Context: an optimization exercise on an open-source flow, tuned for a short achievable clock period and few clock cycles per item. The choices shown serve that exercise and are no tape-out recipe.
The RTL was checked by simulation tests, not by an equivalence proof against the original design.

### constraint.sdc
create_clock -name core_clock -period 10.0 [get_ports {clk}]
set_input_delay 2.0000 -clock core_clock [delete_from_list [all_inputs] [get_ports {clk}]]
set_output_delay 2.0000 -clock core_clock [all_outputs]
set_load 0.01 [all_outputs]
### run.sh
#!/bin/bash
# synth_recipe.tcl (not shown) runs the flow's synth.tcl, then flattens the netlist and writes it again
# the make line also repeats each setting of config.mk as NAME=value (left out here)
make -C /OpenROAD-flow-scripts/flow DESIGN_CONFIG=/design/flow/config.mk WORK_HOME=/design/flow/orfs CLKGATE_MAP_FILE= SYNTH_SCRIPT=/design/flow/synth_recipe.tcl finish
### config.mk
export PLATFORM = sky130hd
export DESIGN_NAME = muldiv_iter
export DESIGN_NICKNAME = muldiv_iter
export VERILOG_FILES = /design/flow/design.v
export SDC_FILE = /design/flow/constraint.sdc
export NUM_CORES = 4
export LEC_CHECK = 0
export CAP_MARGIN = 20
export CORE_MARGIN = 2
export CORE_UTILIZATION = 40
export SLEW_MARGIN = 20
### design.v
package muldiv_pkg;
    typedef enum logic [3:0] {
        OP_MUL    = 4'd0,
        OP_MULH   = 4'd1,
        OP_MULHSU = 4'd2,
        OP_MULHU  = 4'd3,
        OP_DIV    = 4'd4,
        OP_DIVU   = 4'd5,
        OP_REM    = 4'd6,
        OP_REMU   = 4'd7,
        OP_MULW   = 4'd8,
        OP_DIVW   = 4'd9,
        OP_DIVUW  = 4'd10,
        OP_REMW   = 4'd11,
        OP_REMUW  = 4'd12
    } op_e;
    typedef enum logic [1:0] {
        S_IDLE = 2'd0,
        S_CALC = 2'd1,
        S_DONE = 2'd2
    } state_e;
    localparam int WORD_ITERS = 32;
    function automatic logic is_word(input logic [3:0] op);
        is_word = (op >= 4'd8) && (op <= 4'd12);
    endfunction
    function automatic logic is_illegal(input logic [3:0] op);
        is_illegal = op > 4'd12;
    endfunction
    function automatic logic is_div(input logic [3:0] op);
        is_div = ((op >= 4'd4) && (op <= 4'd7)) || ((op >= 4'd9) && (op <= 4'd12));
    endfunction
    function automatic logic is_rem(input logic [3:0] op);
        is_rem = (op == 4'd6) || (op == 4'd7) || (op == 4'd11) || (op == 4'd12);
    endfunction
    function automatic logic is_signed_a(input logic [3:0] op);
        is_signed_a = (op == 4'd1) || (op == 4'd2) || (op == 4'd4) || (op == 4'd6)
            || (op == 4'd9) || (op == 4'd11);
    endfunction
    function automatic logic is_signed_b(input logic [3:0] op);
        is_signed_b = (op == 4'd1) || (op == 4'd4) || (op == 4'd6)
            || (op == 4'd9) || (op == 4'd11);
    endfunction
endpackage
module muldiv_prep
#(
    parameter int XLEN     = 64,
    parameter bit WORD_OPS = 1
) (
    input  logic [3:0]      op,
    input  logic [XLEN-1:0] rs1,
    input  logic [XLEN-1:0] rs2,
    output logic [XLEN-1:0] mag_a,
    output logic [XLEN-1:0] mag_b,
    output logic            neg,
    output logic            special,
    output logic [XLEN-1:0] special_res
);
    localparam logic [XLEN-1:0] MOST_NEG = {1'b1, {(XLEN-1){1'b0}}};
    function automatic logic [XLEN-1:0] fit(input logic [XLEN-1:0] x, input logic word);
        if (word) fit = XLEN'($signed(x[31:0]));
        else      fit = x;
    endfunction
    logic            word;
    logic            illegal;
    logic            a_neg;
    logic            b_neg;
    logic            div0;
    logic            ovf;
    logic [XLEN-1:0] a_ext;
    logic [XLEN-1:0] b_ext;
    always_comb begin
        word    = muldiv_pkg::is_word(op);
        illegal = muldiv_pkg::is_illegal(op) || (word && !WORD_OPS);
        a_ext = rs1;
        b_ext = rs2;
        if (word) begin
            if (muldiv_pkg::is_signed_a(op)) a_ext = XLEN'($signed(rs1[31:0]));
            else                 a_ext = XLEN'(rs1[31:0]);
            if (muldiv_pkg::is_signed_b(op)) b_ext = XLEN'($signed(rs2[31:0]));
            else                 b_ext = XLEN'(rs2[31:0]);
        end
        a_neg = muldiv_pkg::is_signed_a(op) && a_ext[XLEN-1];
        b_neg = muldiv_pkg::is_signed_b(op) && b_ext[XLEN-1];
        mag_a = a_neg ? -a_ext : a_ext;
        mag_b = b_neg ? -b_ext : b_ext;
        neg   = muldiv_pkg::is_rem(op) ? a_neg : (a_neg ^ b_neg);
        div0 = (b_ext == '0);
        if (word) ovf = (rs1[31:0] == 32'h8000_0000) && (rs2[31:0] == 32'hFFFF_FFFF);
        else      ovf = (rs1 == MOST_NEG) && (rs2 == '1);
        ovf = ovf && muldiv_pkg::is_signed_a(op);
        special     = illegal || (muldiv_pkg::is_div(op) && (div0 || ovf));
        special_res = '0;
        if (!illegal && div0)     special_res = muldiv_pkg::is_rem(op) ? fit(rs1, word) : '1;
        else if (!illegal && ovf) special_res = muldiv_pkg::is_rem(op) ? '0 : fit(rs1, word);
    end
endmodule
module muldiv_iter
#(
    parameter int XLEN     = 64,
    parameter bit WORD_OPS = 1
) (
    input  logic            clk,
    input  logic            rst,
    input  logic            flush,
    input  logic            in_valid,
    output logic            in_ready,
    input  logic [3:0]      op,
    input  logic [XLEN-1:0] rs1,
    input  logic [XLEN-1:0] rs2,
    output logic            out_valid,
    input  logic            out_ready,
    output logic [XLEN-1:0] result,
    output logic            busy
);
    localparam int CW = $clog2(XLEN);
    muldiv_pkg::state_e          state;
    logic [CW-1:0]   iter;
    logic [3:0]      cur_op;
    logic            cur_neg;
    logic [XLEN-1:0] acc_hi;
    logic [XLEN-1:0] acc_lo;
    logic [XLEN-1:0] opnd_b;
    logic [XLEN-1:0] mag_a;
    logic [XLEN-1:0] mag_b;
    logic            neg;
    logic            special;
    logic [XLEN-1:0] special_res;
    logic              load;
    logic [CW-1:0]     last_iter;
    logic [XLEN:0]     mul_sum;
    logic [XLEN:0]     div_shift;
    logic [XLEN-1:0]   div_diff;
    logic              div_ge;
    logic [XLEN-1:0]   nxt_hi;
    logic [XLEN-1:0]   nxt_lo;
    logic [2*XLEN-1:0] prod;
    logic [XLEN-1:0]   dv;
    logic [XLEN-1:0]   final_res;
    muldiv_prep #(
        .XLEN    (XLEN),
        .WORD_OPS(WORD_OPS)
    ) u_prep (
        .op         (op),
        .rs1        (rs1),
        .rs2        (rs2),
        .mag_a      (mag_a),
        .mag_b      (mag_b),
        .neg        (neg),
        .special    (special),
        .special_res(special_res)
    );
    assign in_ready = (state == muldiv_pkg::S_IDLE);
    assign busy     = (state != muldiv_pkg::S_IDLE);
    assign load     = (state == muldiv_pkg::S_IDLE) && in_valid && !flush && !special;
    always_comb begin
        last_iter = muldiv_pkg::is_word(cur_op) ? CW'(muldiv_pkg::WORD_ITERS - 1) : CW'(XLEN - 1);
        mul_sum   = {1'b0, acc_hi} + (acc_lo[0] ? {1'b0, opnd_b} : '0);
        div_shift = {acc_hi, acc_lo[XLEN-1]};
        div_ge    = (div_shift >= {1'b0, opnd_b});
        div_diff  = div_shift[XLEN-1:0] - opnd_b;
        if (muldiv_pkg::is_div(cur_op)) begin
            nxt_hi = div_ge ? div_diff : div_shift[XLEN-1:0];
            nxt_lo = {acc_lo[XLEN-2:0], div_ge};
        end else begin
            nxt_hi = mul_sum[XLEN:1];
            nxt_lo = {mul_sum[0], acc_lo[XLEN-1:1]};
        end
        prod = {nxt_hi, nxt_lo};
        if (cur_neg) prod = -prod;
        dv = muldiv_pkg::is_rem(cur_op) ? nxt_hi : nxt_lo;
        if (cur_neg) dv = -dv;
        if (muldiv_pkg::is_div(cur_op)) begin
            if (muldiv_pkg::is_word(cur_op)) final_res = XLEN'($signed(dv[31:0]));
            else                 final_res = dv;
        end else if (muldiv_pkg::is_word(cur_op)) begin
            final_res = XLEN'($signed(nxt_lo[XLEN-1 -: 32]));
        end else if (cur_op == muldiv_pkg::OP_MUL) begin
            final_res = prod[XLEN-1:0];
        end else begin
            final_res = prod[2*XLEN-1:XLEN];
        end
    end
    always_ff @(posedge clk) begin
        if (load) begin
            cur_op  <= op;
            cur_neg <= neg;
            acc_hi  <= '0;
            if (muldiv_pkg::is_div(op)) begin
                acc_lo <= muldiv_pkg::is_word(op) ? (mag_a << (XLEN - muldiv_pkg::WORD_ITERS)) : mag_a;
                opnd_b <= mag_b;
            end else begin
                acc_lo <= mag_b;
                opnd_b <= mag_a;
            end
        end else if (state == muldiv_pkg::S_CALC) begin
            acc_hi <= nxt_hi;
            acc_lo <= nxt_lo;
        end
    end
    always_ff @(posedge clk) begin
        if (rst) begin
            state     <= muldiv_pkg::S_IDLE;
            iter      <= '0;
            out_valid <= 1'b0;
            result    <= '0;
        end else if (flush) begin
            state     <= muldiv_pkg::S_IDLE;
            out_valid <= 1'b0;
        end else begin
            case (state)
                muldiv_pkg::S_IDLE: begin
                    if (in_valid) begin
                        iter <= '0;
                        if (special) begin
                            result    <= special_res;
                            out_valid <= 1'b1;
                            state     <= muldiv_pkg::S_DONE;
                        end else begin
                            state <= muldiv_pkg::S_CALC;
                        end
                    end
                end
                muldiv_pkg::S_CALC: begin
                    if (iter == last_iter) begin
                        result    <= final_res;
                        out_valid <= 1'b1;
                        state     <= muldiv_pkg::S_DONE;
                    end else begin
                        iter <= iter + CW'(1);
                    end
                end
                muldiv_pkg::S_DONE: begin
                    if (out_ready) begin
                        out_valid <= 1'b0;
                        state     <= muldiv_pkg::S_IDLE;
                    end
                end
                default: state <= muldiv_pkg::S_IDLE;
            endcase
        end
    end
endmodule
==> notes.md <==
[power by group through the flow]
stage          clock network [mW]  logic [mW]  registers (mW)
3_5_place_dp                    0        3.84            1.49
3_3_place_gp                    0        3.85            1.49
5_1_grt                      1.47        4.26            1.48
6_report                     1.44        4.07            1.48
2_1_floorplan                   0        2.45            1.41
4_1_cts                      1.43        3.86            1.47
[per-layer routing]
layer  vias up  GRT usage (%)  share of wire (%)
li1      20100              -                  -
met1     21400           55.8                 40
met2      3180           62.2                 41
met3       569           12.5                 13
met4         6           22.2                6.3
met5         -              0              0.021
[cell usage after synthesis, types with 84 or more instances]
library cell,number,area (µm²)
nand2_1,610,2290
nor2_1,610,2290
a21oi_1,588,2940
o21ai_0,452,2260
clkbuf_1,261,980
nor3_1,158,791
xnor2_1,147,1290
dfxtp_1,137,2740
ha_1,134,1680
edfxtp_1,133,3990
nand3_1,131,656
xor2_1,128,1120
a211oi_1,126,946
mux2i_1,120,1200
nand4_1,113,707
inv_1,105,394
a31oi_1,93,582
o31ai_1,84,631
[metrics by stage]
step	cell area [µm²]	hold WS (ps)
floorplan	36700	462
global placement	39600	479
detailed placement	39600	489
CTS	40800	498
global route	40800	522
finish	40800	492
[worst max-delay path by stage]
stage | slack [ps] | end | cells after the start
floorplan | 2700 | result[34] | 32
global placement | 1630 | result[45] | 18
detailed placement | 1630 | result[34] | 27
CTS | 1610 | result[34] | 27
global route | 950 | result[34] | 27
finish | 1240 | result[34] | 27
[kinds of logic (layout without fill, tap and decap cells)]
family          after synthesis  count (layout)  share of synthesized area [%]
fa+ha+maj                   136             136                           4.67
flops                       270             270                           18.3
buf+inv                     496             478                           5.58
compound gates             1971            1971                           34.0
xor+xnor                    275             275                           6.56
mux                         142             142                           3.98
other cells                   0               5                              0
simple gates               2068            2068                           26.9
[state kept, by name, indices dropped and copies added, names as in the netlist]
register / cells
cur_neg: 1
iter: 6
result: 64
state: 2
acc_lo: 64
cur_op: 4
opnd_b: 64
out_valid: 1
acc_hi: 64
[worst reg2reg max path, cell delays in order (launching register included)]
cell,delay [ps]
edfxtp_1,370
inv_1,100
ha_1,290
nand3_1,480
o21bai_1,380
a21o_1,350
a31o_2,380
a211oi_4,100
buf_4,200
nor2_4,160
nand2_1,110
o21ai_0,300
ha_1,350
nand2b_1,100
o41ai_1,490
and3_1,250
buf_4,160
and4_1,390
nand3_1,180
or2_1,390
nor3_2,390
nand3_1,500
nor4_1,1130
and3_1,290
mux2_1,330
a22oi_1,160
o21ai_1,80
a211oi_1,250
[area by class of cell]
class,instances,area [µm²]
diodes,5,12.5
clock buffers,51,1050
clock inverters,16,193
fillers,9660,50600
inverters,108,410
multi-input cells,4592,28100
flip-flops and latches,270,6740
well taps,1186,1480
repair buffers,303,2820
==> impl_metrics.py <==
metrics = {
    "yosys": {
        "synthArstFlopShare_pct": 0,
        "synthFlopType": "dfxtp_1",
        "avgSynthCellArea_um2": 6.86,
        "yosysWarningCount": 2,
        "syn_inst": 5358,
        "syn_area_mm2": 0.0367,
        "seq_area_frac_synth_pct": 18.3,
        "synth_seq_cells": 270,
        "ys_types": 110,
        "syn-num-nets": 5631,
        "synth_edf_count": 133,
    },
    "timing": {
        "drv_slew": 0,
        "slew_headroom_pct": 5.53,
        "clock_skew_ps": 40.6,
        "setup_ws_ps": 1240,
        "tightest_slew_ps": 1400,
        "fmax_mhz": 114,
        "setup_viol": 0,
        "setup_tns_ps": 0,
        "grt_setup_unrepaired": "false",
        "timing_hold_violations_final": 0,
        "fin_crit_ps": 8760,
        "post-route-period-util_pct": 87.6,
    },
    "floorplanning": {
        "die_h_um": 307,
        "die_area_mm2": 0.0943,
        "core_area_mm2": 0.0914,
        "io-pin-count": 204,
        "initial_core_util_pct": 40.2,
        "die_w_um": 307,
        "rows": 111,
    },
    "detailed_routing": {
        "firstDrtPassIters": 8,
        "drt-initial-drc-count": 6884,
        "wire_per_inst_um": 31.9,
        "vias_per_cell": 6.93,
        "drt-total-wl_um": 208000,
        "vias": 45300,
        "ant_nets": 0,
        "drc_errors": 0,
    },
    "global_route": {
        "grt_usage_pct": 42.3,
        "grt_pass1_wl_um": 294000,
        "grt_start_max_net_pins": 103,
        "antenna_found_initial": 13,
        "grt_pass1_vias": 41000,
        "grt_overflow": 0,
    },
    "critical_path": {
        "cpMaxStageDelayCell": "nor4_1",
        "cpMostUsedCell": "nand3_1",
        "crit_buf_inv": 3,
        "critPathMaxStageDelay_ps": 1130,
        "timing.rr.end": "result[34]",
        "cp_max_fo": 10,
        "cp-end-kind": "flip-flop",
        "crit_family": "simple AND/OR/NAND/NOR gates",
        "startpoint": "opnd_b[3]",
        "startpoint_type": "flip-flop",
        "r2r_cells": 27,
        "worstPathRequired_ps": 10530,
        "critPathArrivalTime_ps": 9280,
        "reg2reg_slack_ps": 1240,
        "critical_path_class": "flip-flop to flip-flop",
        "r2r-start": "opnd_b[3]",
    },
    "min_path": {
        "whs_endpoint": "iter[5]",
        "min-delay-start": "iter[5]",
        "hold_depth": 2,
        "hp-class": "flip-flop to flip-flop",
    },
    "layout": {
        "drive_gt1_share_pct": 5.90,
        "nets": 5585,
        "final_util_pct": 44.7,
        "stdcell_count": 6531,
        "syn2layout_area_growth_pct": 11.1,
        "mostFrequentLayoutCell": "nor2_1",
        "final_cell_mix": "nor2_1 (606), nand2_1 (605), a21oi_1 (588)",
    },
    "placement": {
        "dp_hpwl_um": 163000,
        "io_buffers": 203,
        "finalWeightedCongestion": 1.06,
        "place_ws_ps": 1630,
        "placed_cells": 6459,
    },
    "power_and_ir_drop": {
        "combPwrFrac_pct": 58.2,
        "power_density_mw_per_mm2": 171,
        "p_leak_nw": 14.6,
        "seqPwrFrac_pct": 21.2,
        "ir_drop_mv": 0.102,
        "p_sw_mw": 3.61,
        "switching_share_pct": 51.7,
        "p_int_mw": 3.38,
        "clkPwrFrac_pct": 20.6,
        "fin_total_pwr_mw": 6.99,
    },
    "cts": {
        "holdBufCountCts": 0,
        "cts_root_buf": "clkbuf_16",
        "clkTransAtPathRegs_ps": 70,
        "clock_latency_ps": 610,
        "cts_tree": "done",
        "htree_levels": 2,
        "cts_buffers": 37,
        "cts_resized": 0,
        "clockBufferDepth": 3,
        "cts_setup_buffers": 0,
        "clock-sinks": 270,
    },
    "run": {
        "drv_cap": 0,
    },
    "run_status": {
        "outcome": "finished clean",
    },
}
Testbench counts, summed over its fixed seeds: cycles 128,608, items 2,400.

separate check: timing with driven ports:
The flow's constraints put no driver on any port. The routed layout listed below was extracted and timed again, unchanged, in two steps. Step 1 assumes that a clkbuf_16 drives the clock port and a buf_2 every other input. Step 2 times the ports against the registers' clock, not the clock port: input delays grow and output delays shrink by t, the midpoint of the rising clock arrivals with the driver on. Three values: ideal ports, drivers, drivers and shift; two values: the first two.
t, ns: 0.651
setup slack, ns: 1.245 / 1.245 / 1.245
worst setup path at the end: register to register
slew at the worst register clock pin (ns): 0.07 / 0.07
After both steps this run still meets setup and hold. For this run, drivers alone change the setup slack by 0.000 ns; drivers and shift together by 0.000 ns.
